This design comes from an exercise in tuning for small area on the open sky130 flow, not from production work.
In this exercise RTL edits were held to simulation tests only and were not proved equivalent to the original.

## design/flow/config.mk

```make
export PLATFORM = sky130hd
export DESIGN_NAME = snake_top
export DESIGN_NICKNAME = snake_top
export VERILOG_FILES = /design/flow/design.v
export SDC_FILE = /design/flow/constraint.sdc
export NUM_CORES = 4
export LEC_CHECK = 0
export ABC_AREA = 1
export CAP_MARGIN = 0
export CORE_MARGIN = 2
export CORE_UTILIZATION = 40
export GPL_TIMING_DRIVEN = 0
export PLACE_DENSITY = 0.6
export SETUP_SLACK_MARGIN = -0.15
export SLEW_MARGIN = 0
```

## design/flow/constraint.sdc

```tcl
create_clock -name core_clock -period 10.0 [get_ports {clk25}]
set_input_delay 2.0000 -clock core_clock [delete_from_list [all_inputs] [get_ports {clk25}]]
set_output_delay 2.0000 -clock core_clock [all_outputs]
set_load 0.01 [all_outputs]
```

## design/flow/design.v

```verilog
`timescale 1ns/1ps
module key_decode (
    input  logic       clk25,
    input  logic       rst_n,
    input  logic       key_strobe,
    input  logic [7:0] key_code,
    output logic [2:0] turn,      
    output logic       restart
);
    localparam logic [1:0] DIR_UP    = 2'd0;
    localparam logic [1:0] DIR_DOWN  = 2'd1;
    localparam logic [1:0] DIR_LEFT  = 2'd2;
    localparam logic [1:0] DIR_RIGHT = 2'd3;
    logic       is_arrow;
    logic       is_restart;
    logic [1:0] key_dir;
    always_comb begin
        is_arrow = 1'b1;
        key_dir  = DIR_UP;
        case (key_code)
            8'h75:    key_dir = DIR_UP;
            8'h72:  key_dir = DIR_DOWN;
            8'h6B:  key_dir = DIR_LEFT;
            8'h74: key_dir = DIR_RIGHT;
            default:    is_arrow = 1'b0;
        endcase
    end
    assign is_restart = (key_code == 8'h29);
    always_ff @(posedge clk25 or negedge rst_n) begin
        if (!rst_n) begin
            turn[2] <= 1'b0;
            restart <= 1'b0;
        end else begin
            restart <= key_strobe && is_restart;   
            if (key_strobe && is_arrow) begin
                turn[2] <= 1'b1;
            end else if (key_strobe && is_restart) begin
                turn[2] <= 1'b0;
            end
        end
    end
    always_ff @(posedge clk25) begin
        if (key_strobe && is_arrow) begin
            turn[1:0] <= key_dir;
        end
    end
endmodule
`timescale 1ns/1ps
module snake_execute (
    input  logic         clk25,
    input  logic         rst_n,
    input  logic         step,
    input  logic [2:0]   turn,      
    input  logic         restart,
    output logic [12:0]  head,
    output logic [5:0]   apple_x,
    output logic [5:0]   apple_y,
    output logic [3:0]   sc,        
    output logic [15:0]  lmask,     
    output logic [63:0]  uvec,      
    output logic [63:0]  vvec,
    output logic         dead
);
    localparam logic [1:0] DIR_UP    = 2'd0;
    localparam logic [1:0] DIR_DOWN  = 2'd1;
    localparam logic [1:0] DIR_LEFT  = 2'd2;
    localparam logic [1:0] DIR_RIGHT = 2'd3;
    logic [1:0]  dir;
    logic [1:0]  last_dir;
    logic [15:1] su, sv;        
    logic [15:2] lsu, lsv;      
    logic [5:0]  step_mod_x;
    logic [5:0]  step_mod_y;
    logic [6:0]  head_x;
    logic [5:0]  head_y;
    logic [12:0] head_nxt;
    logic        eat, grow, turn_ok, move;
    logic [15:0] cz;            
    assign su[1]      = ~last_dir[0];
    assign sv[1]      = last_dir[0] ^ last_dir[1];
    assign su[15:2]   = lsu;
    assign sv[15:2]   = lsv;
    function automatic logic [5:0] inc6(input logic [5:0] x);
        logic c;
        c = 1'b1;
        for (int k = 0; k < 6; k++) begin
            inc6[k] = x[k] ^ c;
            c = c & x[k];
        end
    endfunction
    always_comb begin
        case (sc)
            4'd0:    lmask = 16'h000F;
            4'd1:    lmask = 16'h001F;
            4'd2:    lmask = 16'h003F;
            4'd3:    lmask = 16'h007F;
            4'd4:    lmask = 16'h00FF;
            4'd5:    lmask = 16'h01FF;
            4'd6:    lmask = 16'h03FF;
            4'd7:    lmask = 16'h07FF;
            4'd8:    lmask = 16'h0FFF;
            4'd9:    lmask = 16'h1FFF;
            4'd10:   lmask = 16'h3FFF;
            4'd11:   lmask = 16'h7FFF;
            default: lmask = 16'hFFFF;
        endcase
    end
    function automatic integer wid(input integer i);
        wid = (i < 2) ? 1 : (i < 4) ? 2 : (i < 8) ? 3 : 4;
    endfunction
    assign uvec[3:0] = 4'd0;
    assign vvec[3:0] = 4'd0;
    assign cz[0]     = 1'b0;
    genvar g, k;
    generate
        for (g = 1; g < 16; g++) begin : chain
            localparam integer W = wid(g);
            logic [W-1:0] up, vp, ui, vi, cu, cv;
            assign up = uvec[4*(g-1) +: W];    
            assign vp = vvec[4*(g-1) +: W];
            for (k = 0; k < W; k++) begin : b
                if (g % 2 == 1) begin : dec
                    if (k == 0) begin : l
                        assign cu[k] = ~su[g];
                        assign cv[k] = ~sv[g];
                    end else begin : h
                        assign cu[k] = ~su[g] & ~(|up[k-1:0]);
                        assign cv[k] = ~sv[g] & ~(|vp[k-1:0]);
                    end
                end else begin : inc
                    if (k == 0) begin : l
                        assign cu[k] = su[g];
                        assign cv[k] = sv[g];
                    end else begin : h
                        assign cu[k] = su[g] & (&up[k-1:0]);
                        assign cv[k] = sv[g] & (&vp[k-1:0]);
                    end
                end
            end
            assign ui = up ^ cu;
            assign vi = vp ^ cv;
            if (W < 4) begin : ext
                assign uvec[4*g +: 4] = {{(4 - W){ui[W-1]}}, ui};
                assign vvec[4*g +: 4] = {{(4 - W){vi[W-1]}}, vi};
            end else begin : noext
                assign uvec[4*g +: 4] = ui;
                assign vvec[4*g +: 4] = vi;
            end
            if (g % 2 == 0) begin : z
                assign cz[g] = (ui == '0) && (vi == '0) && lmask[g];
            end else begin : nz
                assign cz[g] = 1'b0;
            end
        end
    endgenerate
    assign head_x = head[6:0];
    assign head_y = head[12:7];
    assign dead = head_x[6] || (head_y[5] && head_y[4]) || (|cz);
    logic       x_en, y_en, dn;
    logic [6:0] x_c, y_c_full;
    logic [5:0] y_c;
    assign dn   = ~dir[0];
    assign x_en = move & dir[1];
    assign y_en = move & ~dir[1];
    always_comb begin
        x_c[0] = x_en;
        for (int k = 1; k < 7; k++) x_c[k] = x_c[k-1] & (head_x[k-1] ^ dn);
        y_c[0] = y_en;
        for (int k = 1; k < 6; k++) y_c[k] = y_c[k-1] & (head_y[k-1] ^ dn);
    end
    assign head_nxt = {head_y ^ y_c, head_x ^ x_c};
    assign eat     = (head_x[5:0] == apple_x) && (head_y == apple_y);
    assign grow    = eat && !(sc[3] && sc[2]);         
    assign turn_ok = turn[2] && (turn[1] != last_dir[1]);
    assign move    = step && !dead;
    logic x_wrap, y_wrap;
    assign x_wrap = &step_mod_x[5:1];
    assign y_wrap = step_mod_y[5] && step_mod_y[3] && step_mod_y[2] && step_mod_y[1];
    always_ff @(posedge clk25 or negedge rst_n) begin
        if (!rst_n) begin
            head       <= {6'd0, 7'd3};
            lsu[3:2]   <= 2'b00;    
            lsv[3:2]   <= 2'b00;
            sc         <= 4'd0;
            dir        <= DIR_RIGHT;
            last_dir   <= DIR_RIGHT;
            apple_x    <= 6'(6);
            apple_y    <= 6'(0);
            step_mod_x <= '0;
            step_mod_y <= '0;
        end else if (restart) begin
            head       <= {6'd0, 7'd3};
            lsu[3:2]   <= 2'b00;
            lsv[3:2]   <= 2'b00;
            sc         <= 4'd0;
            dir        <= DIR_RIGHT;
            last_dir   <= DIR_RIGHT;
            apple_x    <= 6'(6);
            apple_y    <= 6'(0);
            step_mod_x <= '0;
            step_mod_y <= '0;
        end else begin
            if (turn_ok) begin
                dir <= turn[1:0];
            end
            if (step) begin
                step_mod_x <= x_wrap ? 6'd0 : inc6(step_mod_x);
                step_mod_y <= y_wrap ? 6'd0 : inc6(step_mod_y);
            end
            head <= head_nxt;             
            if (move) begin
                last_dir <= dir;
                lsu[3:2] <= su[2:1];
                lsv[3:2] <= sv[2:1];
                if (grow) begin
                    sc <= {sc[3] ^ (&sc[2:0]), sc[2] ^ (&sc[1:0]), sc[1] ^ sc[0], ~sc[0]};
                end
                if (eat) begin
                    apple_x <= step_mod_x;
                    apple_y <= step_mod_y;
                end
            end
        end
    end
    always_ff @(posedge clk25) begin
        if (move) begin
            lsu[15:4] <= su[14:3];
            lsv[15:4] <= sv[14:3];
        end
    end
endmodule
`timescale 1ns/1ps
module pixel_front (
    input  logic [19:0]  pix,      
    input  logic [12:0]  head,
    output logic         on_board,
    output logic [5:0]   cx,
    output logic [5:0]   cy,
    output logic         fit,      
    output logic         z0,       
    output logic         par,      
    output logic [4:0]   hu,
    output logic [4:0]   hv,
    output logic [4:1]   fu,       
    output logic [4:1]   fv
);
    logic [9:0]  px;
    logic [9:0]  py;
    logic [6:0]  dx;
    logic [5:0]  dy;
    logic [5:0]  du, dv;
    assign px = pix[19:10];
    assign py = pix[9:0];
    always_comb begin
        cx = 6'(px / 10'(10));
        cy = 6'(py / 10'(10));
    end
    assign on_board = !(px[9] && (px[8] || px[7]))
                   && !(py[9] || (&py[8:5]));
    function automatic logic [6:0] radd(input logic [6:0] a, input logic [6:0] b, input logic ci);
        logic c;
        c = ci;
        for (int k = 0; k < 7; k++) begin
            radd[k] = a[k] ^ b[k] ^ c;
            c = (a[k] & b[k]) | (c & (a[k] ^ b[k]));
        end
    endfunction
    logic [6:0] dy7, du7, dv7;
    assign dx  = radd({1'b0, cx}, ~head[6:0], 1'b1);
    assign dy7 = radd({1'b0, cy}, {1'b1, ~head[12:7]}, 1'b1);
    assign dy  = dy7[5:0];
    assign fit = (dx[6:4] == 3'b000 || dx[6:4] == 3'b111)
              && (dy[5:4] == 2'b00  || dy[5:4] == 2'b11);
    assign du7 = radd({2'b00, dx[4], dx[4:0]}, {2'b00, dy[4], dy[4:0]}, 1'b0);
    assign dv7 = radd({2'b00, dx[4], dx[4:0]}, {2'b11, ~dy[4], ~dy[4:0]}, 1'b1);
    assign du  = du7[5:0];
    assign dv  = dv7[5:0];
    assign hu  = du[5:1];
    assign hv  = dv[5:1];
    assign par = du[0];
    assign z0  = (dx == '0) && (dy == '0);
    genvar w;
    generate
        for (w = 1; w <= 4; w++) begin : fits
            assign fu[w] = (hu[4:w-1] == '0) || (hu[4:w-1] == '1);
            assign fv[w] = (hv[4:w-1] == '0) || (hv[4:w-1] == '1);
        end
    endgenerate
endmodule
module pixel_result (
    input  logic         clk25,
    input  logic         rst_n,
    input  logic [19:0]  pix,      
    input  logic [12:0]  head,
    input  logic [5:0]   apple_x,
    input  logic [5:0]   apple_y,
    input  logic [15:0]  lmask,    
    input  logic [63:0]  uvec,
    input  logic [63:0]  vvec,
    output logic [1:0]   q         
);
    logic        on_board;
    logic [5:0]  cx, cy;
    logic        fit, z0, par;
    logic [4:0]  hu, hv;
    logic [4:1]  fu, fv;
    logic [15:0] m;
    logic        hit_snake, hit_apple;
    pixel_front i_front (
        .pix       (pix),
        .head      (head),
        .on_board  (on_board),
        .cx        (cx),
        .cy        (cy),
        .fit       (fit),
        .z0        (z0),
        .par       (par),
        .hu        (hu),
        .hv        (hv),
        .fu        (fu),
        .fv        (fv)
    );
    function automatic integer wid(input integer i);
        wid = (i < 2) ? 1 : (i < 4) ? 2 : (i < 8) ? 3 : 4;
    endfunction
    assign m[0] = z0;
    genvar g;
    generate
        for (g = 1; g < 16; g++) begin : cmp
            localparam integer W = wid(g);
            assign m[g] = (par == 1'(g % 2)) && fu[W] && fv[W]
                       && (hu[W-1:0] == uvec[4*g +: W])
                       && (hv[W-1:0] == vvec[4*g +: W])
                       && lmask[g];
        end
    endgenerate
    assign hit_snake = fit && (|m);
    assign hit_apple = (cx == apple_x) && (cy == apple_y);
    always_ff @(posedge clk25 or negedge rst_n) begin
        if (!rst_n) begin
            q <= 2'b00;
        end else begin
            q[1] <= on_board && !hit_snake;
            q[0] <= on_board && (hit_snake || !hit_apple);
        end
    end
endmodule
`timescale 1ns/1ps
module snake_top (
    input  logic        clk25,
    input  logic        rst_n,
    input  logic        key_strobe,
    input  logic [7:0]  key_code,
    input  logic        step,
    input  logic [19:0] pix,
    output logic [11:0] rgb,
    output logic [12:0] head,
    output logic [12:0] apple,
    output logic [6:0]  score,
    output logic        dead
);
    logic [2:0]  turn;
    logic        restart;
    logic [5:0]  apple_x, apple_y;
    logic [3:0]  sc;
    logic [15:0] lmask;
    logic [63:0] uvec, vvec;
    logic [1:0]  q;
    key_decode i_key_decode (
        .clk25      (clk25),
        .rst_n      (rst_n),
        .key_strobe (key_strobe),
        .key_code   (key_code),
        .turn       (turn),
        .restart    (restart)
    );
    snake_execute i_snake_execute (
        .clk25   (clk25),
        .rst_n   (rst_n),
        .step    (step),
        .turn    (turn),
        .restart (restart),
        .head    (head),
        .apple_x (apple_x),
        .apple_y (apple_y),
        .sc      (sc),
        .lmask   (lmask),
        .uvec    (uvec),
        .vvec    (vvec),
        .dead    (dead)
    );
    pixel_result i_pixel_result (
        .clk25   (clk25),
        .rst_n   (rst_n),
        .pix     (pix),
        .head    (head),
        .apple_x (apple_x),
        .apple_y (apple_y),
        .lmask   (lmask),
        .uvec    (uvec),
        .vvec    (vvec),
        .q       (q)
    );
    assign apple = {apple_y, 1'b0, apple_x};
    assign score = {3'b000, sc};
    assign rgb   = {{4{q[1] & q[0]}}, {4{q[1]}}, {4{q[0]}}};
endmodule
```

## design/flow/flow/run.sh

```bash
#!/bin/bash
# ORFS layout through standard.sh, with these changes to how it is made:
#  - synthesis: ABC maps the pixel path (pix -> rgb registers) for delay and
#    everything else for area (abc_pix.script, abc_area.script, ABC_AREA 1);
#  - port buffers are buf_1 cells;
#  - CTS inserts no dummy loads and uses clkbuf_4/clkbuf_8 buffers;
#  - half-adder cells are added to the platform's don't-use list, so ABC
#    maps those sums and carries with the logic around them.
set -uo pipefail
rm -rf scripts_mod
cp -r "$FLOW_HOME/scripts" scripts_mod
cp flow/abc_area.script flow/abc_pix.script scripts_mod/
python3 flow/patch_synth.py scripts_mod/synth.tcl > patch.log 2>&1 || exit 1
export SCRIPTS_DIR=$PWD/scripts_mod
export BUFFER_PORTS_ARGS="-buffer_cell sky130_fd_sc_hd__buf_1"
export CTS_ARGS="-sink_clustering_enable -repair_clock_nets -dont_use_dummy_load -buf_list {sky130_fd_sc_hd__clkbuf_4 sky130_fd_sc_hd__clkbuf_8} -root_buf sky130_fd_sc_hd__clkbuf_8"
DU=$(sed -n '/DONT_USE_CELLS/,/^$/p' "$FLOW_HOME/platforms/$FLOW_PLATFORM/config.mk" | tr -d '\\' | sed 's/export DONT_USE_CELLS += //' | tr -s ' \n' ' ')
echo "DONT_USE_CELLS=$DU" > dont_use.log
bash standard.sh "DONT_USE_CELLS=$DU sky130_fd_sc_hd__ha_1 sky130_fd_sc_hd__ha_2 sky130_fd_sc_hd__ha_4" finish > standard.log 2>&1
```

## design/flow/flow/abc_area.script

```
strash
dch
amap
topo
stime -c
```

## design/flow/flow/abc_pix.script

```
strash
dch
map -D 2000
topo
```

## design/flow/flow/patch_synth.py

```python
# Patch a copy of ORFS's synth.tcl: map the logic in the pixel input's cone
# (pix -> rgb registers) with a delay-driven ABC script first, then the rest
# with the area script.
import sys
p = sys.argv[1]
s = open(p).read()
old = "  log_cmd abc {*}$abc_args\n"
new = '''  set a_pix [lreplace $abc_args 1 1 $::env(SCRIPTS_DIR)/abc_pix.script]
  select -set pixl w:pix %co* t:sky130_fd_sc_hd__* %d
  log_cmd abc {*}$a_pix @pixl
  select -clear
  log_cmd abc {*}$abc_args
'''
assert s.count(old) == 1
open(p, 'w').write(s.replace(old, new))
```

## design/flow/standard.sh

```bash
#!/bin/bash
# synth_recipe.tcl (not shown) runs the flow's synth.tcl, then flattens the netlist and writes it again
# the make line also repeats each setting of config.mk as NAME=value (left out here)
make -C /OpenROAD-flow-scripts/flow DESIGN_CONFIG=/design/flow/config.mk WORK_HOME=/design/flow/orfs CLKGATE_MAP_FILE= SYNTH_SCRIPT=/design/flow/synth_recipe.tcl "${@:-finish}"
```

==> metrics.yaml, run 1 <==
cpPeakStageDelay_ns: 0.61
fin_cells: 1372
grt_pass1_vias: 7138
yosysSeqAreaShare_pct: 27.7
rr_endpoint: "i_snake_execute.head[5]"
cts.sinks: 79
grt-ovfl-total: 0
status: "timing/DRC/antenna clean"
grt-busiest-layer: "met2"
slew_headroom_pct: 21.1
pin_count: 78
ant_nets: 0
syn_to_final_growth_pct: 11.1
firstDrtPassIters: 5
cp-end-kind: "output pin"
whs_ns: 0.479
drt_iter0_markers: 467
synth.distinct_cells: 61
place.gp.congestion: 0.874
clockBufferDepth: 2
vias: 7717
initial_core_util_pct: 40.8
pre_cts_ws_ns: -0.330
wl_um: 21500
synthArstFlopShare_pct: 67.1
clk_pin_slew_ns: 0.07
rows: 50
reg2reg_from: "i_snake_execute.last_dir[0]"
path_max_fanout: 7
drv_slew: 0
syn_area_per_cell_um2: 7.28
endpoint: "dead"
worstPathArrival_ns: 7.37
syn_area_um2: 7630
crit_path_start: "i_snake_execute.last_dir[0]"
port_buffers: 71
dp_cells: 1359
cts_inserted_buffers: 9
drive_gt1_share_pct: 6.94
crit_type: "reg -> out"
grt_pass1_wl_um: 35000
nets: 1191
die_y_um: 142
finalCritPeriodShare_pct: 93.7
root_buffer: "clkbuf_8"
max_freq_mhz: 107
synth_edf_count: 26
antenna_found_initial: 0
die_area_um2: 20200
wl_per_cell_um: 15.7
worst_slew_pin_slew_ns: 1.18
syn_inst: 1049
yosys_warnings: 4
tritoncts: "yes"
setup_violations: 0
path_common_cell: "clkinv_1"
htree_levels: 3
finalHoldViolCount: 0
min_period_ns: 9.37
dp.final_hpwl_um: 16600
fin_ws_ns: 0.628
grt_max_degree: 33
crit_required_ns: 8.00
worstRegToRegCells: 43
use_met1_pct: 29.8
route.detailed.drc: 0
setup_tns_ns: 0
ff2ff_setup_slack_ns: 0.91
ys.flop_type: "dfrtp_1"
synth-seq-cells: 79
gr-usage-met3_pct: 3.03
antenna_cells: 0
skew_ns: 0.0446
slowest_stage: "dfstp_2"
insertion_delay_ns: 0.38
drv_cap: 0
worstHoldPathType: "reg -> reg"
start_kind: "flop"
chipWidth_um: 142
vias_per_cell: 5.62
met2_usage_pct: 35.1
core-area_um2: 18700
grt_use_total_pct: 21.6
## per-stage QoR
step | area, um^2 | utilization, %
6_report | 8480 | 45.4
2_1_floorplan | 7640 | -
4_1_cts | 8380 | 44.8
3_3_place_gp | 8200 | 43.9
5_1_grt | 8480 | 45.4
3_5_place_dp | 8240 | 44.1
## layer usage
layer | up-vias | wire (um)
met5 | - | 0
met4 | 0 | 399
met3 | 29 | 974
met2 | 203 | 9740
met1 | 3520 | 10400
li1 | 3965 | -
## logic make-up after synthesis
family          count (synthesis)  synth area share [%]
mux                             1                 0.131
other cells                     1                0.0491
flops                          79                  27.7
fa+ha+maj                      19                  4.98
simple gates                  388                  23.5
buf+inv                       197                  10.3
xor+xnor                       44                  5.74
compound gates                320                  27.5
## critical path: cells and delay by family (launching register included)
| kind | cells | cell delay [ns] |
|---|---|---|
| AO/OA/AOI/OAI | 13 | 3.24 |
| buffers and inverters | 10 | 1.59 |
| AND/OR/NAND/NOR | 7 | 0.98 |
| flip-flops | 1 | 0.61 |
| adder cells (fa/ha/maj) | 1 | 0.59 |
## timing repair
action,4_1_cts,5_1_grt
hold buffers,0,0
buffers inserted,0,4
resized for setup,2,37
pin swaps,0,1
endpoints found under the setup margin,3,28
## state kept, by name, summed over array words and instances (netlist names)
signal / flops
i_snake_execute.lsu: 14
i_snake_execute.lsv: 14
i_snake_execute.head: 13
i_snake_execute.apple_x: 6
i_snake_execute.apple_y: 6
i_snake_execute.step_mod_x: 6
i_snake_execute.step_mod_y: 6
i_snake_execute.sc: 4
i_key_decode.turn: 3
i_pixel_result.q: 2
i_snake_execute.dir: 2
i_snake_execute.last_dir: 2
i_key_decode.restart: 1
## placed cells by master, fill, tap and decap left out, types with 4 or more instances in the layout
cell type,count
clkinv_1,182
nand2_1,113
nor2_1,105
buf_1,70
a21oi_1,63
nand3_1,61
o21ai_0,52
dfrtp_1,45
o22ai_1,42
nand4_1,37
edfxtp_1,26
nor3_1,23
xor2_1,23
xnor2_1,18
o21ai_1,18
fa_1,17
buf_4,17
a221oi_1,16
o21a_1,15
o2111ai_1,12
a211oi_1,12
nor4_1,11
o221ai_1,10
o211ai_1,9
a22oi_1,9
clkbuf_8,9
dfstp_2,8
nand2b_1,7
a21o_2,6
and2_2,5
o21bai_1,5
or2_2,5
o32ai_1,5
a21boi_0,4
a31oi_1,4
a21oi_2,4
a21o_1,4
nor2b_1,4
conb_1,4
## synthesized netlist by cell type, drive strengths merged (7+ instances only)
master   number  area, um^2
nand3        61         305
dfrtp        45        1130
nand2       113         424
o221ai       10        87.6
nor4         11        68.8
nor2        106         398
dfstp         8         210
edfxtp       26         781
buf          13        97.6
nand2b        7        43.8
fa           19         380
a21o         10        82.6
o2111ai      13         114
a221oi       17         149
a21oi        68         340
or2           9        56.3
o22ai        44         275
xnor2        18         158
a211oi       12        90.1
o21ai        71         355
clkinv      184         691
xor2         23         201
o211ai        9        67.6
o21a         15         113
a22oi         9        67.6
nand4        37         231
nor3         23         115
## how the worst min path moves through the flow
stage	from	end	depth (start not counted)
finish	i_snake_execute.lsu[9]	i_snake_execute.lsu[10]	0
floorplan	i_snake_execute.lsu[10]	i_snake_execute.lsu[11]	0
global route	i_snake_execute.lsu[9]	i_snake_execute.lsu[10]	0
global placement	i_key_decode.turn[0]	i_snake_execute.dir[0]	2
detailed placement	i_snake_execute.lsu[8]	i_snake_execute.lsu[9]	0
CTS	i_snake_execute.lsu[8]	i_snake_execute.lsu[9]	0
## area by class of cell
| cell class | count | area (um^2) |
|---|---|---|
| fill | 1917 | 10200 |
| multi-input combinational | 776 | 4820 |
| sequential | 79 | 2120 |
| inverter | 184 | 698 |
| timing repair buffer | 77 | 333 |
| tap | 234 | 293 |
| clock buffer | 9 | 124 |
| buffer | 13 | 97.6 |
==> run 2: changes to the inputs <==
--- a/design/flow/design.v
+++ b/design/flow/design.v
@@ -76,8 +76,8 @@
     logic [12:0] head_nxt;
     logic        eat, grow, turn_ok, move;
     logic [15:0] cz;            
-    assign su[1]      = ~last_dir[0];
-    assign sv[1]      = last_dir[0] ^ last_dir[1];
+    assign su[1]      = last_dir[0];
+    assign sv[1]      = ~(last_dir[0] ^ last_dir[1]);
     assign su[15:2]   = lsu;
     assign sv[15:2]   = lsv;
     function automatic logic [5:0] inc6(input logic [5:0] x);
@@ -179,8 +179,8 @@
     always_ff @(posedge clk25 or negedge rst_n) begin
         if (!rst_n) begin
             head       <= {6'd0, 7'd3};
-            lsu[3:2]   <= 2'b00;    
-            lsv[3:2]   <= 2'b00;
+            lsu[3:2]   <= 2'b11;    
+            lsv[3:2]   <= 2'b11;
             sc         <= 4'd0;
             dir        <= DIR_RIGHT;
             last_dir   <= DIR_RIGHT;
@@ -190,8 +190,8 @@
             step_mod_y <= '0;
         end else if (restart) begin
             head       <= {6'd0, 7'd3};
-            lsu[3:2]   <= 2'b00;
-            lsv[3:2]   <= 2'b00;
+            lsu[3:2]   <= 2'b11;
+            lsv[3:2]   <= 2'b11;
             sc         <= 4'd0;
             dir        <= DIR_RIGHT;
             last_dir   <= DIR_RIGHT;
@@ -266,8 +266,8 @@
         end
     endfunction
     logic [6:0] dy7, du7, dv7;
-    assign dx  = radd({1'b0, cx}, ~head[6:0], 1'b1);
-    assign dy7 = radd({1'b0, cy}, {1'b1, ~head[12:7]}, 1'b1);
+    assign dx  = radd(head[6:0], {1'b1, ~cx}, 1'b1);
+    assign dy7 = radd({1'b0, head[12:7]}, {2'b11, ~cy}, 1'b1);
     assign dy  = dy7[5:0];
     assign fit = (dx[6:4] == 3'b000 || dx[6:4] == 3'b111)
               && (dy[5:4] == 2'b00  || dy[5:4] == 2'b11);
==> design/flow/flow/abc_pix.script (replaced) <==
strash
dch
map -D 2400
topo
==> metrics.yaml, run 2 <==
status: "timing/DRC/antenna clean"  # unchanged
ant_nets: 0  # unchanged
setup_violations: 0  # unchanged
synth.area.mux_share_pct: 0  # was 0.131%
synth_top_family_by_area: "compound AO/OA/AOI/OAI gates"  # unchanged
cts.sinks: 79  # unchanged
syn_area_um2: 7440  # was 7630 um^2
firstDrtPassIters: 5  # unchanged
grt_pass1_vias: 6817  # was 7138
worstPathArrival_ns: 7.54  # was 7.37 ns
ys.flop_type: "dfrtp_1"  # unchanged
ctsHoldBuffers: 0  # unchanged
die_y_um: 140  # was 142 um
synthTopCellsByCount: "clkinv_1 (195), nand2_1 (120), nor2_1 (105)"  # was clkinv_1 (184), nand2_1 (113), nor2_1 (106)
grt_pass1_wl_um: 33900  # was 35000 um
worst_slew_pin_slew_ns: 0.963  # was 1.18 ns
place.gp.congestion: 0.857  # was 0.874
skew_ns: 0.0244  # was 0.0446 ns
yosys.area_share.xor_xnor_pct: 7.06  # was 5.74%
synth-simple-area-share_pct: 21.5  # was 23.5%
final_cell_mix: "clkinv_1 (191), nand2_1 (120), nor2_1 (103)"  # was clkinv_1 (182), nand2_1 (113), nor2_1 (105)
slew_headroom_pct: 34.1  # was 21.1%
syn_to_final_growth_pct: 11.8  # was 11.1%
initial_core_util_pct: 41.1  # was 40.8%
max_freq_mhz: 105  # was 107 MHz
synth_area_leaders: "dfrtp_1 (14%), edfxtp_1 (10%), clkinv_1 (9.8%)"  # was dfrtp_1 (15%), edfxtp_1 (10%), clkinv_1 (9.0%)
cts_inserted_buffers: 9  # unchanged
grt-ovfl-total: 0  # unchanged
grt_max_degree: 34  # was 33
chipWidth_um: 140  # was 142 um
antenna_cells: 0  # unchanged
synth.distinct_cells: 52  # was 61
drt_iter0_markers: 415  # was 467
min_period_ns: 9.54  # was 9.37 ns
synth-seq-cells: 79  # unchanged
antenna_found_initial: 0  # unchanged
start_kind: "flop"  # unchanged
vias_per_cell: 5.53  # was 5.62
die_area_um2: 19700  # was 20200 um^2
post-synth-top-area-fraction_pct: 13.8  # was 14.8%
reg.largest.list: "i_snake_execute.lsu (14), i_snake_execute.lsv (14), i_snake_execute.head (13)"  # unchanged
nets: 1165  # was 1191
path_common_cell: "clkinv_1"  # unchanged
core-area_um2: 18100  # was 18700 um^2
yosysSeqAreaShare_pct: 28.5  # was 27.7%
root_buffer: "clkbuf_8"  # unchanged
yosys_warnings: 4  # unchanged
path_max_fanout: 6  # was 7
slowest_stage: "dfstp_2"  # unchanged
finalCritPeriodShare_pct: 95.4  # was 93.7%
drv_cap: 0  # unchanged
finalHoldViolCount: 0  # unchanged
layout_commonest_cell: "clkinv_1"  # unchanged
cpLargestDelayFamily: "compound AO/OA/AOI/OAI gates"  # unchanged
fin_area_um2: 8320  # was 8480 um^2
worstHoldPathType: "reg -> reg"  # unchanged
htree_levels: 3  # unchanged
tritoncts: "yes"  # unchanged
route.detailed.drc: 0  # unchanged
clk_pin_slew_ns: 0.09  # was 0.07 ns
synth_edf_count: 26  # unchanged
rows: 49  # was 50
wl_per_cell_um: 15.9  # was 15.7 um
pin_count: 78  # unchanged
syn_inst: 1025  # was 1049
clockBufferDepth: 2  # unchanged
setup_tns_ns: 0  # unchanged
insertion_delay_ns: 0.37  # was 0.38 ns
cp-end-kind: "output pin"  # unchanged
vias: 7411  # was 7717
wl_um: 21300  # was 21500 um
drv_slew: 0  # unchanged
port_buffers: 71  # unchanged
syn_area_per_cell_um2: 7.26  # was 7.28 um^2
yosysMostFrequentCell: "clkinv_1"  # unchanged
dp.final_hpwl_um: 16100  # was 16600 um
synth_top_cell_by_area: "dfrtp_1"  # unchanged
dpl_cell_area_um2: 8030  # was 8240 um^2
synth_fa_ha_area_share_pct: 5.11  # was 4.98%
synthArstFlopShare_pct: 67.1  # unchanged
grt_use_total_pct: 21.5  # was 21.6%
crit_required_ns: 8.00  # about the same
drive_gt1_share_pct: 7.10  # was 6.94%
crit_type: "reg -> out"  # unchanged
cpPeakStageDelay_ns: 0.64  # was 0.61 ns
synth_compound_gate_area_share_pct: 26.6  # was 27.5%
path_buf_inv: 12  # was 10
run 2: logic make-up after synthesis:
group	count (synthesis)
simple gates	358
compound gates	304
buf+inv	208
flops	79
xor+xnor	56
fa+ha+maj	19
other cells	1
run 2: per-layer routing:
metal,up-vias,share of wire [%],global-route usage (%)
met4,0,2.0,6.70
met2,171,48,36.5
li1,3813,-,-
met5,-,0,0
met3,34,4.6,4.38
met1,3393,46,27.7
run 2: repair_timing:
| action | 4_1_cts | 5_1_grt |
|---|---|---|
| pin swaps | 1 | 2 |
| setup buffers | 1 | 1 |
| resized for setup | 5 | 43 |
| endpoints found under the setup margin | 8 | 26 |
| gates cloned | 1 | 0 |
run 2: stage by stage:
stage | util (%) | cells | setup WS (ns) | hold slack (ns)
after floorplan | - | 1028 | 0.415 | 0.444
after global placement | 44.3 | 1328 | -2.45 | 0.460
after detailed placement | 44.4 | 1329 | -0.958 | 0.459
after CTS | 45.3 | 1340 | -0.0566 | 0.476
after global routing | 46.0 | 1341 | -0.166 | 0.497
final | 46.0 | 1341 | 0.460 | 0.480
run 2: worst reg2reg max path: cells and delay by family, from the launching register on:
kind | cells | cell delay (ns)
simple gates | 11 | 1.65
fa+ha+maj | 1 | 0.48
buf+inv | 15 | 1.92
flops | 1 | 0.64
compound gates | 20 | 4.40
run 2: worst paths after layout:
check                                         startpoint                             to  slack, ns  depth (start not counted)
setup / recovery             i_snake_execute.last_dir[0]                           dead       0.46                         35
hold / removal             i_snake_execute.step_mod_x[5]  i_snake_execute.step_mod_x[5]       0.48                          1
setup reg to reg             i_snake_execute.last_dir[0]        i_snake_execute.head[5]       0.80                         47
hold reg to reg            i_snake_execute.step_mod_x[5]  i_snake_execute.step_mod_x[5]       0.48                          1
max in group asynchronous                          rst_n        i_snake_execute.head[1]       7.77                          2
min in group asynchronous                          rst_n  i_snake_execute.step_mod_x[2]       1.58                          1
run 2: final cells by class:
cell class,count,area [um^2]
plain buffers,13,97.6
clock buffers,9,124
fillers,1807,9770
inverters,195,747
multi-input cells,742,4640
flip-flops and latches,79,2120
well taps,229,287
repair buffers,74,303
==> run 3: changes to the inputs <==
==> design/flow/flow/abc_pix.script (replaced) <==
strash
dch
map -D 4500
topo
==> metrics.yaml, run 3 <==
chipWidth_um: 136  # was 140 um
ff2ff_setup_slack_ns: 0.82  # was 0.80 ns
rr_endpoint: "i_snake_execute.head[5]"  # unchanged
synthArstFlopShare_pct: 67.1  # unchanged
ctsHoldBuffers: 0  # unchanged
drv_slew: 0  # unchanged
tritoncts: "yes"  # unchanged
grt_max_degree: 39  # was 34
syn_area_um2: 7010  # was 7440 um^2
crit_type: "in -> reg"  # was reg -> out
slowest_stage: "fa_2"  # was dfstp_2
synth.distinct_cells: 50  # was 52
die_area_um2: 18600  # was 19700 um^2
post-synth-top-area-fraction_pct: 14.6  # was 13.8%
multi_input_area_um2: 4360  # was 4640 um^2
synth_area_leaders: "dfrtp_1 (15%), edfxtp_1 (11%), clkinv_1 (10%)"  # was dfrtp_1 (14%), edfxtp_1 (10%), clkinv_1 (9.8%)
root_buffer: "clkbuf_8"  # unchanged
finalCritPeriodShare_pct: 95.5  # was 95.4%
dp.final_hpwl_um: 15000  # was 16100 um
dpl_cell_area_um2: 7590  # was 8030 um^2
drv_cap: 0  # unchanged
whs_path_depth: 0  # was 1
yosysSeqAreaShare_pct: 30.3  # was 28.5%
skew_ns: 0.0262  # was 0.0244 ns
initial_core_util_pct: 40.7  # was 41.1%
syn_inst: 957  # was 1025
crit_required_ns: 10.23  # was 8.00 ns
worst_slew_pin_slew_ns: 1.15  # was 0.963 ns
vias_per_cell: 5.42  # was 5.53
syn_to_final_growth_pct: 16.9  # was 11.8%
place.gp.congestion: 0.868  # was 0.857
wl_um: 20300  # was 21300 um
firstDrtPassIters: 5  # unchanged
pin_count: 78  # unchanged
pre_cts_ws_ns: -1.91  # was -0.958 ns
nets: 1115  # was 1165
clk_pin_slew_ns: 0.07  # was 0.09 ns
min_period_ns: 9.55  # was 9.54 ns
cts_inserted_buffers: 9  # unchanged
setup_violations: 0  # unchanged
synth-seq-cells: 79  # unchanged
worstHoldPathType: "reg -> reg"  # unchanged
setup_tns_ns: 0  # unchanged
layout_commonest_cell: "clkinv_1"  # unchanged
die_y_um: 136  # was 140 um
hp-start: "i_snake_execute.lsv[4]"  # was i_snake_execute.step_mod_x[5]
vias: 6982  # was 7411
synth_edf_count: 26  # unchanged
grt_pass1_vias: 6380  # was 6817
insertion_delay_ns: 0.38  # was 0.37 ns
path_common_cell: "clkinv_1"  # unchanged
grt_use_total_pct: 22.3  # was 21.5%
max_freq_mhz: 105  # about the same
path_max_fanout: 10  # was 6
ys.flop_type: "dfrtp_1"  # unchanged
yosys_warnings: 4  # unchanged
wl_per_cell_um: 15.7  # was 15.9 um
grt-ovfl-total: 0  # unchanged
status: "timing/DRC/antenna clean"  # unchanged
antenna_found_initial: 1  # was 0
final_cell_mix: "clkinv_1 (185), nor2_1 (121), nand2_1 (91)"  # was clkinv_1 (191), nand2_1 (120), nor2_1 (103)
fin_ws_ns: 0.449  # was 0.460 ns
finalHoldViolCount: 0  # unchanged
route.detailed.drc: 0  # unchanged
num-fill-cells: 1753  # was 1807
fin_area_um2: 8190  # was 8320 um^2
port_buffers: 71  # unchanged
synth_top_cell_by_area: "dfrtp_1"  # unchanged
cts.sinks: 79  # unchanged
ant_nets: 0  # unchanged
reg2reg_from: "i_snake_execute.last_dir[0]"  # unchanged
core-area_um2: 17200  # was 18100 um^2
whs_ns: 0.475  # was 0.480 ns
cpPeakStageDelay_ns: 0.51  # was 0.64 ns
synthTopCellsByCount: "clkinv_1 (195), nor2_1 (128), nand2_1 (91)"  # was clkinv_1 (195), nand2_1 (120), nor2_1 (105)
cp-end-kind: "flop"  # was output pin
drive_gt1_share_pct: 12.1  # was 7.10%
start_kind: "primary input"  # was flop
clockBufferDepth: 2  # unchanged
seqCellArea_um2: 2120  # unchanged
slew_headroom_pct: 21.5  # was 34.1%
worstRegToRegCells: 49  # was 47
htree_levels: 3  # unchanged
grt_pass1_wl_um: 32500  # was 33900 um
reg.largest.list: "i_snake_execute.lsu (14), i_snake_execute.lsv (14), i_snake_execute.head (13)"  # unchanged
yosysMostFrequentCell: "clkinv_1"  # unchanged
syn_area_per_cell_um2: 7.32  # was 7.26 um^2
rows: 48  # was 49
min_to: "i_snake_execute.lsv[5]"  # was i_snake_execute.step_mod_x[5]
worstPathArrival_ns: 9.78  # was 7.54 ns
drt_iter0_markers: 376  # was 415
==> run 3: cell types whose count changed after synthesis, sizes merged, moves of 5 or more <==
cell and delta:
a21o -6, a31oi -6, nand2 -29, nand3 -26, nand4 -19, nor2 +23
o211ai -5, o21a -5, or2 +5, xor2 +9
==> run 3: worst max-delay path by stage <==
stage | from | to | cells past startpoint
after detailed placement | pix[17] | i_pixel_result.q[0] | 47
after global routing | i_snake_execute.last_dir[0] | dead | 37
after floorplan | pix[18] | i_pixel_result.q[1] | 47
final | pix[9] | i_pixel_result.q[0] | 48
after global placement | i_snake_execute.last_dir[0] | i_snake_execute.head[5] | 44
after CTS | pix[17] | i_pixel_result.q[1] | 46
==> run 3: critical path: cells and delay by family <==
| kind | cells | cell delay, ns |
|---|---|---|
| compound gates | 14 | 2.20 |
| fa+ha+maj | 5 | 2.22 |
| buf+inv | 11 | 1.07 |
| simple gates | 18 | 2.25 |
==> run 3: repair_timing <==
item | 4_1_cts | 5_1_grt
pin swaps | 2 | 9
gates resized for setup | 25 | 70
gates cloned | 1 | 0
buffers inserted | 3 | 17
setup endpoints to repair | 9 | 27
==> run 3: logic make-up after synthesis <==
logic type	Yosys count	share of synthesized area [%]
xor+xnor	59	7.38
other cells	1	0.0535
simple gates	314	19.5
flops	79	30.3
buf+inv	208	11.8
fa+ha+maj	19	5.43
mux	1	0.143
compound gates	276	25.3
==> run 3: routing by layer <==
metal / global-route usage [%] / vias up / share of wire (%)
met5: 0 / - / 0
met2: 37.0 / 176 / 47
met1: 29.5 / 3240 / 45
met4: 6.94 / 0 / 2.5
li1: - / 3528 / -
met3: 4.06 / 38 / 4.8
==> run 3: metrics by stage <==
stage	cells	utilization, %
6_report	1288	47.5
5_1_grt	1287	47.5
4_1_cts	1270	45.4
3_5_place_dp	1257	44.1
3_3_place_gp	1256	43.9
2_1_floorplan	960	-
==> run 3: cell type report <==
type	instances	area share, %
timing repair buffer	92	5.54
antenna	1	0.0305
sequential	79	25.9
clock buffer	9	1.51
inverter	195	9.15
tap	225	3.44
buffer	13	1.19
multi-input combinational	674	53.2
==> run 4: changes to the inputs <==
==> design/flow/flow/abc_pix.script (replaced) <==
strash
dch
map -D 3000
topo
==> metrics.yaml, run 4 <==
status: "timing/DRC/antenna clean"  # unchanged
slowest_stage: "dfstp_2"  # was fa_2
vias_per_cell: 5.51  # was 5.42
ff2ff_setup_slack_ns: 0.87  # was 0.82 ns
syn_area_per_cell_um2: 7.28  # was 7.32 um^2
wl_per_cell_um: 15.8  # was 15.7 um
dp.final_hpwl_um: 15600  # was 15000 um
ant_nets: 0  # unchanged
cts.sinks: 79  # unchanged
path_common_cell: "clkinv_1"  # unchanged
synthTopCellsByCount: "clkinv_1 (182), nor2_1 (116), nand2_1 (115)"  # was clkinv_1 (195), nor2_1 (128), nand2_1 (91)
grt_use_total_pct: 21.7  # was 22.3%
yosysSeqAreaShare_pct: 29.5  # was 30.3%
synth-seq-cells: 79  # unchanged
place.gp.congestion: 0.858  # was 0.868
cp-end-kind: "output pin"  # was flop
firstDrtPassIters: 5  # unchanged
vias: 7209  # was 6982
fin_ws_ns: 0.532  # was 0.449 ns
ctsHoldBuffers: 0  # unchanged
cts_inserted_buffers: 9  # unchanged
fin_util_pct: 45.8  # was 47.5%
drv_cap: 0  # unchanged
max_freq_mhz: 106  # was 105 MHz
layout_commonest_cell: "clkinv_1"  # unchanged
reg2reg_from: "i_snake_execute.last_dir[0]"  # unchanged
crit_type: "reg -> out"  # was in -> reg
die_y_um: 138  # was 136 um
tritoncts: "yes"  # unchanged
core-area_um2: 17800  # was 17200 um^2
drv_slew: 0  # unchanged
die_area_um2: 19100  # was 18600 um^2
synth_area_leaders: "dfrtp_1 (14%), edfxtp_1 (11%), clkinv_1 (9.5%)"  # was dfrtp_1 (15%), edfxtp_1 (11%), clkinv_1 (10%)
finalCritPeriodShare_pct: 94.7  # was 95.5%
insertion_delay_ns: 0.39  # was 0.38 ns
pin_count: 78  # unchanged
slew_headroom_pct: 25.0  # was 21.5%
hp-start: "i_key_decode.turn[0]"  # was i_snake_execute.lsv[4]
syn_to_final_growth_pct: 13.2  # was 16.9%
root_buffer: "clkbuf_8"  # unchanged
fin_area_um2: 8150  # was 8190 um^2
fin_cells: 1309  # was 1288
synth_top_cell_by_area: "dfrtp_1"  # unchanged
min_period_ns: 9.47  # was 9.55 ns
grt_pass1_wl_um: 33600  # was 32500 um
yosys_warnings: 4  # unchanged
antenna_found_initial: 0  # was 1
nets: 1133  # was 1115
ys.flop_type: "dfrtp_1"  # unchanged
antenna_cells: 0  # was 1
rows: 49  # was 48
crit_required_ns: 8.00  # was 10.23 ns
syn_inst: 989  # was 957
route.detailed.drc: 0  # unchanged
worstHoldPathType: "reg -> reg"  # unchanged
chipWidth_um: 138  # was 136 um
num-fill-cells: 1866  # was 1753
worst_slew_pin_slew_ns: 1.10  # was 1.15 ns
wl_um: 20700  # was 20300 um
htree_levels: 3  # unchanged
grt-ovfl-total: 0  # unchanged
reg.largest.list: "i_snake_execute.lsu (14), i_snake_execute.lsv (14), i_snake_execute.head (13)"  # unchanged
synth.distinct_cells: 52  # was 50
skew_ns: 0.0286  # was 0.0262 ns
path_max_fanout: 6  # was 10
drt_iter0_markers: 455  # was 376
clk_pin_slew_ns: 0.08  # was 0.07 ns
dp_cells: 1293  # was 1257
syn_area_um2: 7200  # was 7010 um^2
worstPathArrival_ns: 7.47  # was 9.78 ns
worstRegToRegCells: 43  # was 49
min_to: "i_snake_execute.dir[0]"  # was i_snake_execute.lsv[5]
pre_cts_ws_ns: -2.18  # was -1.91 ns
finalHoldViolCount: 0  # unchanged
final_cell_mix: "clkinv_1 (179), nand2_1 (114), nor2_1 (112)"  # was clkinv_1 (185), nor2_1 (121), nand2_1 (91)
start_kind: "flop"  # was primary input
yosysMostFrequentCell: "clkinv_1"  # unchanged
synth_edf_count: 26  # unchanged
drive_gt1_share_pct: 8.52  # was 12.1%
dpl_cell_area_um2: 7790  # was 7590 um^2
synthArstFlopShare_pct: 67.1  # unchanged
setup_violations: 0  # unchanged
whs_path_depth: 2  # was 0
port_buffers: 71  # unchanged
initial_core_util_pct: 40.5  # was 40.7%
rr_endpoint: "i_snake_execute.head[5]"  # unchanged
whs_ns: 0.459  # was 0.475 ns
cpPeakStageDelay_ns: 0.59  # was 0.51 ns
grt_max_degree: 30  # was 39
grt_pass1_vias: 6709  # was 6380
clockBufferDepth: 2  # unchanged
post-synth-top-area-fraction_pct: 14.3  # was 14.6%
-- run 4: cell types whose count changed in the layout (fill, tap and decap cells not counted), sizes merged, moves of 6 or more --
cell,delta
buf,-14
clkinv,-6
nand2,+24
nand3,+7
nand4,+6
nor2,-12
o21a,+6
o21ai,+13
xor2,-6
-- run 4: worst max-delay path by stage --
stage | to | startpoint | cells past startpoint | slack (ns)
global placement | i_snake_execute.head[5] | i_snake_execute.last_dir[0] | 44 | -2.18
floorplan | i_snake_execute.head[5] | i_snake_execute.last_dir[0] | 45 | 0.41
CTS | i_pixel_result.q[0] | pix[18] | 39 | -0.13
global route | dead | i_snake_execute.last_dir[0] | 34 | -0.20
detailed placement | i_pixel_result.q[1] | pix[17] | 39 | -2.18
finish | dead | i_snake_execute.last_dir[0] | 31 | 0.53
-- run 4: through the flow --
stage / setup TNS [ns]
floorplan: 0
global placement: -46.57
detailed placement: -6.45
CTS: -0.349
global route: -0.591
finish: 0
-- run 4: repair_timing --
| item | in CTS | in global routing |
|---|---|---|
| buffers inserted | 1 | 5 |
| pin swaps | 0 | 4 |
| endpoints found under the setup margin | 7 | 26 |
| gates resized for setup | 13 | 55 |
| cloned | 1 | 0 |
-- run 4: critical path: cells and delay by family (launching register included) --
family | cells | cell delay, ns
AOI/OAI and AO/OA | 13 | 3.44
adders and majority gates | 1 | 0.58
buffers and inverters | 12 | 1.74
DFF | 1 | 0.59
and+or+nand+nor | 5 | 0.73
-- run 4: cells by family after synthesis --
kind of cell	synth area share, %
other	0.0521
flip-flops	29.5
buffers and inverters	10.8
XOR/XNOR	6.94
adder cells (fa/ha/maj)	5.29
AND/OR/NAND/NOR	20.3
AO/OA/AOI/OAI	27.1
-- run 4: layout make-up --
class / instances / area [um^2] / area share, %
flip-flops and latches: 79 / 2120 / 26.0
clock buffers: 9 / 124 / 1.52
inverters: 182 / 691 / 8.48
multi-input cells: 719 / 4490 / 55.2
repair buffers: 78 / 333 / 4.08
well taps: 229 / 287 / 3.52
plain buffers: 13 / 97.6 / 1.20
-- run 4: per-layer routing --
metal | vias to the layer above | share of wire, % | global-route usage, %
met4 | 0 | 2.0 | 5.85
met3 | 31 | 5.3 | 4.12
met5 | - | 0 | 0
met2 | 194 | 48 | 37.0
li1 | 3655 | - | -
met1 | 3329 | 44 | 28.4
==> run 5: changes to the inputs <==
==> design/flow/flow/abc_pix.script (replaced) <==
strash
dch
map -D 2800
topo
==> metrics.yaml, run 5 <==
status: "timing/DRC/antenna clean"  # unchanged
start_kind: "primary input"  # was flop
synth_area_leaders: "dfrtp_1 (14%), edfxtp_1 (11%), clkinv_1 (9.6%)"  # was dfrtp_1 (14%), edfxtp_1 (11%), clkinv_1 (9.5%)
synthArstFlopShare_pct: 67.1  # unchanged
syn_area_um2: 7260  # was 7200 um^2
synth.distinct_cells: 50  # was 52
worstPathArrival_ns: 9.75  # was 7.47 ns
dp_cells: 1306  # was 1293
firstDrtPassIters: 5  # unchanged
nets: 1147  # was 1133
synth_top_cell_by_area: "dfrtp_1"  # unchanged
grt_max_degree: 31  # was 30
initial_core_util_pct: 40.5  # about the same
yosysMostFrequentCell: "clkinv_1"  # unchanged
pin_count: 78  # unchanged
cp-end-kind: "flop"  # was output pin
cts_inserted_buffers: 9  # unchanged
grt_pass1_wl_um: 34400  # was 33600 um
max_freq_mhz: 105  # was 106 MHz
chipWidth_um: 139  # was 138 um
rows: 49  # unchanged
clockBufferDepth: 2  # unchanged
post-synth-top-area-fraction_pct: 14.1  # was 14.3%
core-area_um2: 17900  # was 17800 um^2
synthTopCellsByCount: "clkinv_1 (185), nand2_1 (116), nor2_1 (111)"  # was clkinv_1 (182), nor2_1 (116), nand2_1 (115)
htree_levels: 3  # unchanged
die_y_um: 139  # was 138 um
ctsHoldBuffers: 0  # unchanged
grt-ovfl-total: 0  # unchanged
synth-simple-area-share_pct: 21.5  # was 20.3%
skew_ns: 0.0312  # was 0.0286 ns
drv_slew: 0  # unchanged
route.detailed.drc: 0  # unchanged
clk_pin_slew_ns: 0.08  # about the same
cpPeakStageDelay_ns: 0.54  # was 0.59 ns
synth_top_family_by_area: "compound AO/OA/AOI/OAI gates"  # unchanged
reg2reg_from: "i_snake_execute.last_dir[0]"  # unchanged
port_buffers: 71  # unchanged
synth_edf_count: 26  # unchanged
die_area_um2: 19200  # was 19100 um^2
synth_compound_gate_area_share_pct: 26.4  # was 27.1%
wl_um: 21200  # was 20700 um
synth.area.mux_share_pct: 0  # unchanged
dp.final_hpwl_um: 15800  # was 15600 um
wl_per_cell_um: 16.1  # was 15.8 um
min_period_ns: 9.49  # was 9.47 ns
place.gp.congestion: 0.883  # was 0.858
hp-start: "i_snake_execute.lsv[5]"  # was i_key_decode.turn[0]
yosysSeqAreaShare_pct: 29.2  # was 29.5%
root_buffer: "clkbuf_8"  # unchanged
antenna_found_initial: 0  # unchanged
syn_to_final_growth_pct: 13.3  # was 13.2%
drv_cap: 0  # unchanged
tritoncts: "yes"  # unchanged
vias: 7346  # was 7209
worst_slew_pin_slew_ns: 1.19  # was 1.10 ns
path_max_fanout: 8  # was 6
crit_path_start: "pix[9]"  # was i_snake_execute.last_dir[0]
grt_pass1_vias: 6783  # was 6709
antenna_cells: 0  # unchanged
slew_headroom_pct: 18.5  # was 25.0%
final_cell_mix: "clkinv_1 (181), nand2_1 (116), nor2_1 (110)"  # was clkinv_1 (179), nand2_1 (114), nor2_1 (112)
grt_use_total_pct: 22.0  # was 21.7%
setup_violations: 0  # unchanged
yosys_warnings: 4  # unchanged
fin_util_pct: 45.9  # was 45.8%
vias_per_cell: 5.55  # was 5.51
reg.largest.list: "i_snake_execute.lsu (14), i_snake_execute.lsv (14), i_snake_execute.head (13)"  # unchanged
cts.sinks: 79  # unchanged
ant_nets: 0  # unchanged
slowest_stage: "fa_2"  # was dfstp_2
worstHoldPathType: "reg -> reg"  # unchanged
yosys.area_share.xor_xnor_pct: 6.64  # was 6.94%
insertion_delay_ns: 0.38  # was 0.39 ns
ys.flop_type: "dfrtp_1"  # unchanged
drt_iter0_markers: 550  # was 455
crit_required_ns: 10.27  # was 8.00 ns
finalHoldViolCount: 0  # unchanged
fin_cells: 1323  # was 1309
num-fill-cells: 1848  # was 1866
finalCritPeriodShare_pct: 94.9  # was 94.7%
crit_type: "in -> reg"  # was reg -> out
synth-seq-cells: 79  # unchanged
layout_commonest_cell: "clkinv_1"  # unchanged
syn_area_per_cell_um2: 7.24  # was 7.28 um^2
synth_fa_ha_area_share_pct: 5.24  # was 5.29%
drive_gt1_share_pct: 8.41  # was 8.52%
syn_inst: 1002  # was 989
==> run 5: worst paths after layout <==
check | depth (start not counted) | slack [ns] | end
max in group asynchronous | 2 | 7.63 | i_snake_execute.lsu[3]
worst min-delay path | 0 | 0.48 | i_snake_execute.lsv[6]
worst max register to register | 48 | 0.92 | i_snake_execute.head[5]
worst min register to register | 0 | 0.48 | i_snake_execute.lsv[6]
worst max-delay path | 35 | 0.51 | i_pixel_result.q[1]
min in group asynchronous | 1 | 1.68 | i_snake_execute.apple_y[5]
==> run 5: per-layer routing <==
| layer | routed length (um) | track usage [%] |
|---|---|---|
| met1 | 10100 | 30.6 |
| met2 | 9720 | 35.9 |
| met3 | 1030 | 3.45 |
| met4 | 407 | 6.06 |
| met5 | 0 | 0 |
==> run 5: final cells by class <==
type                            count  area [um^2]  share of cell area, %
Sequential cell                    79         2120                   25.8
Multi-Input combinational cell    729         4550                   55.3
Clock buffer                        9          124                   1.51
Inverter                          185          703                   8.55
Tap cell                          229          287                   3.48
Timing Repair Buffer               79          340                   4.14
Buffer                             13         97.6                   1.19
==> run 5: timing repair <==
action	CTS	global route
gates resized for setup	13	56
setup buffers	1	6
endpoints found under the setup margin	7	25
pin swaps	0	7
cloned	1	0
==> run 5: kinds of logic (layout without fill, tap and decap cells) <==
family	count (synthesis)	after routing
compound gates	299	299
xor+xnor	55	55
fa+ha+maj	19	19
buf+inv	198	286
flops	79	79
other cells	1	4
simple gates	351	352
==> run 5: critical path: cells and delay by family <==
family / cells / cell delay [ns]
AO/OA/AOI/OAI: 13 / 2.79
buffers and inverters: 4 / 0.57
AND/OR/NAND/NOR: 13 / 2.16
adder cells (fa/ha/maj): 5 / 2.23
==> run 5: stage by stage <==
stage / setup TNS, ns / hold WS, ns / worst slack, ns / instance area, um^2
6_report: 0 / 0.475 / 0.510 / 8220
5_1_grt: -0.387 / 0.490 / -0.149 / 8220
4_1_cts: -0.331 / 0.476 / -0.118 / 8010
3_5_place_dp: -4.85 / 0.459 / -1.60 / 7850
3_3_place_gp: -46.76 / 0.454 / -2.15 / 7820
2_1_floorplan: 0 / 0.444 / 0.415 / 7270
==> run 6: changes to the inputs <==
==> design/flow/flow/abc_pix.script (replaced) <==
strash
dch
map -D 3300
topo
==> metrics.yaml, run 6 <==
initial_core_util_pct: 41.0  # was 40.5%
rr_endpoint: "i_snake_execute.head[5]"  # unchanged
fin_cells: 1289  # was 1323
setup_tns_ns: 0  # unchanged
root_buffer: "clkbuf_8"  # unchanged
vias_per_cell: 5.40  # was 5.55
drv_cap: 0  # unchanged
pin_count: 78  # unchanged
ctsHoldBuffers: 0  # unchanged
worst_slew_pin_slew_ns: 1.36  # was 1.19 ns
status: "timing/DRC/antenna clean"  # unchanged
yosys_warnings: 4  # unchanged
synthTopCellsByCount: "clkinv_1 (183), nor2_1 (120), nand2_1 (111)"  # was clkinv_1 (185), nand2_1 (116), nor2_1 (111)
antenna_found_initial: 0  # unchanged
layout_commonest_cell: "clkinv_1"  # unchanged
antenna_cells: 0  # unchanged
syn_area_per_cell_um2: 7.33  # was 7.24 um^2
slew_headroom_pct: 7.23  # was 18.5%
ys.flop_type: "dfrtp_1"  # unchanged
cpPeakStageDelay_ns: 0.59  # was 0.54 ns
gr-usage-met3_pct: 4.07  # was 3.45%
worstRegToRegCells: 45  # was 48
chipWidth_um: 137  # was 139 um
tritoncts: "yes"  # unchanged
whs_ns: 0.467  # was 0.475 ns
grt_pass1_wl_um: 32500  # was 34400 um
whs_path_depth: 0  # unchanged
drv_slew: 0  # unchanged
drt_iter0_markers: 344  # was 550
min_period_ns: 9.48  # was 9.49 ns
worstHoldPathType: "reg -> reg"  # unchanged
ant_nets: 0  # unchanged
dp.final_hpwl_um: 15400  # was 15800 um
synth_top_cell_by_area: "dfrtp_1"  # unchanged
met2_usage_pct: 36.3  # was 35.9%
final_cell_mix: "clkinv_1 (180), nor2_1 (117), nand2_1 (111)"  # was clkinv_1 (181), nand2_1 (116), nor2_1 (110)
synth-seq-cells: 79  # unchanged
firstDrtPassIters: 5  # unchanged
die_y_um: 137  # was 139 um
setup_violations: 0  # unchanged
synth_area_leaders: "dfrtp_1 (14%), edfxtp_1 (11%), clkinv_1 (9.7%)"  # was dfrtp_1 (14%), edfxtp_1 (11%), clkinv_1 (9.6%)
slowest_stage: "dfstp_2"  # was fa_2
skew_ns: 0.0428  # was 0.0312 ns
max_freq_mhz: 105  # about the same
core-area_um2: 17300  # was 17900 um^2
syn_inst: 968  # was 1002
vias: 6956  # was 7346
post-synth-top-area-fraction_pct: 14.5  # was 14.1%
cts_inserted_buffers: 9  # unchanged
wl_per_cell_um: 15.6  # was 16.1 um
path_max_fanout: 6  # was 8
syn_to_final_growth_pct: 13.4  # was 13.3%
port_buffers: 71  # unchanged
worstPathArrival_ns: 7.48  # was 9.75 ns
min_to: "i_snake_execute.lsu[5]"  # was i_snake_execute.lsv[6]
reg.largest.list: "i_snake_execute.lsu (14), i_snake_execute.lsv (14), i_snake_execute.head (13)"  # unchanged
syn_area_um2: 7090  # was 7260 um^2
use_met1_pct: 30.1  # was 30.6%
yosysMostFrequentCell: "clkinv_1"  # unchanged
place.gp.congestion: 0.875  # was 0.883
wl_um: 20100  # was 21200 um
clk_pin_slew_ns: 0.08  # about the same
crit_type: "reg -> out"  # was in -> reg
cp-end-kind: "output pin"  # was flop
synth_edf_count: 26  # unchanged
drive_gt1_share_pct: 8.08  # was 8.41%
grt_max_degree: 38  # was 31
crit_required_ns: 8.00  # was 10.27 ns
grt-busiest-layer: "met2"  # unchanged
hp-start: "i_snake_execute.lsu[4]"  # was i_snake_execute.lsv[5]
synth.distinct_cells: 52  # was 50
finalHoldViolCount: 0  # unchanged
cts.sinks: 79  # unchanged
ff2ff_setup_slack_ns: 0.91  # was 0.92 ns
die_area_um2: 18800  # was 19200 um^2
finalCritPeriodShare_pct: 94.8  # was 94.9%
htree_levels: 3  # unchanged
grt-ovfl-total: 0  # unchanged
path_common_cell: "clkinv_1"
grt_use_total_pct: 22.2  # was 22.0%
yosysSeqAreaShare_pct: 29.9  # was 29.2%
insertion_delay_ns: 0.39  # was 0.38 ns
rows: 48  # was 49
dp_cells: 1268  # was 1306
synthArstFlopShare_pct: 67.1  # unchanged
nets: 1117  # was 1147
route.detailed.drc: 0  # unchanged
grt_pass1_vias: 6543  # was 6783
clockBufferDepth: 2  # unchanged
start_kind: "flop"  # was primary input
reg2reg_from: "i_snake_execute.last_dir[0]"  # unchanged
run 6: cell type report:
type	instances	area, um^2
Sequential cell	79	2120
Tap cell	225	282
Inverter	183	694
Multi-Input combinational cell	697	4350
Buffer	13	97.6
Timing Repair Buffer	83	370
Fill cell	1815	9260
Clock buffer	9	124
run 6: metal layers:
metal / up-vias / routed length [um]
li1: 3563 / -
met3: 30 / 1040
met1: 3193 / 9370
met2: 170 / 9300
met4: 0 / 393
met5: - / 0
run 6: worst max path at each step:
| stage | start | end | slack, ns | cells past startpoint |
|---|---|---|---|---|
| after CTS | i_snake_execute.last_dir[0] | dead | -0.14 | 30 |
| after detailed placement | pix[17] | i_pixel_result.q[0] | -2.36 | 40 |
| after global routing | pix[19] | i_pixel_result.q[0] | -0.16 | 40 |
| final | i_snake_execute.last_dir[0] | dead | 0.52 | 33 |
| after floorplan | i_snake_execute.last_dir[0] | i_snake_execute.head[5] | 0.41 | 45 |
| after global placement | i_snake_execute.last_dir[0] | i_snake_execute.head[5] | -2.17 | 44 |
run 6: worst max-delay path, delay by kind of cell (launching register included):
family	cells	cell delay, ns
flops	1	0.59
buf+inv	10	1.57
simple gates	8	0.94
fa+ha+maj	1	0.51
compound gates	14	3.53
run 6: logic make-up after synthesis:
family          after synthesis  share of synthesized area (%)
buf+inv                     196                           11.1
other cells                   1                         0.0529
compound gates              285                           25.9
flops                        79                           29.9
fa+ha+maj                    19                           5.36
xor+xnor                     62                           7.66
simple gates                325                           19.9
mux                           1                          0.159
run 6: repair_timing:
item,CTS,global route
pin swaps,1,4
setup endpoints to repair,8,22
buffers inserted,3,8
resized for setup,14,49
cloned,1,0
run 6: stage by stage:
stage / instance area, um^2 / utilization, % / setup WS (ns)
after floorplan: 7100 / - / 0.415
final: 8040 / 46.5 / 0.516
after CTS: 7880 / 45.5 / -0.137
after global placement: 7650 / 44.2 / -2.17
after detailed placement: 7680 / 44.4 / -2.36
after global routing: 8040 / 46.5 / -0.161

==> afterwards: timing with drivers on the ports <==
Ports are ideal in the flow. The routed layouts listed here were re-timed in OpenROAD.
Step 1 assumes that a clkbuf_16 drives the clock port and a buf_2 every other input.
Step 2 times the ports against the registers' clock, not the clock port: input delays grow and output delays shrink by t, the midpoint of the rising clock arrivals with the driver on.
Slacks: no drivers / after step 1 / after step 2; pairs: no drivers / after step 1.
run | shift t [ns] | setup slack, ns | worst hold slack (ns) | pins driven straight from the clock port
run 1 | 0.396 | 0.628 / 0.591 / 0.305 | 0.479 / 0.479 / 0.479 | 1
run 2 | 0.403 | 0.460 / 0.419 / 0.276 | 0.480 / 0.480 / 0.480 | 1
run 3 | 0.410 | 0.449 / 0.464 / 0.053 | 0.475 / 0.475 / 0.475 | 1
run 4 | 0.417 | 0.532 / 0.494 / 0.190 | 0.459 / 0.459 / 0.459 | 1
run 5 | 0.409 | 0.510 / 0.517 / 0.120 | 0.475 / 0.475 / 0.475 | 1
run 6 | 0.411 | 0.516 / 0.477 / 0.120 | 0.467 / 0.467 / 0.467 | 1
After both steps setup and hold are still met in every run listed.
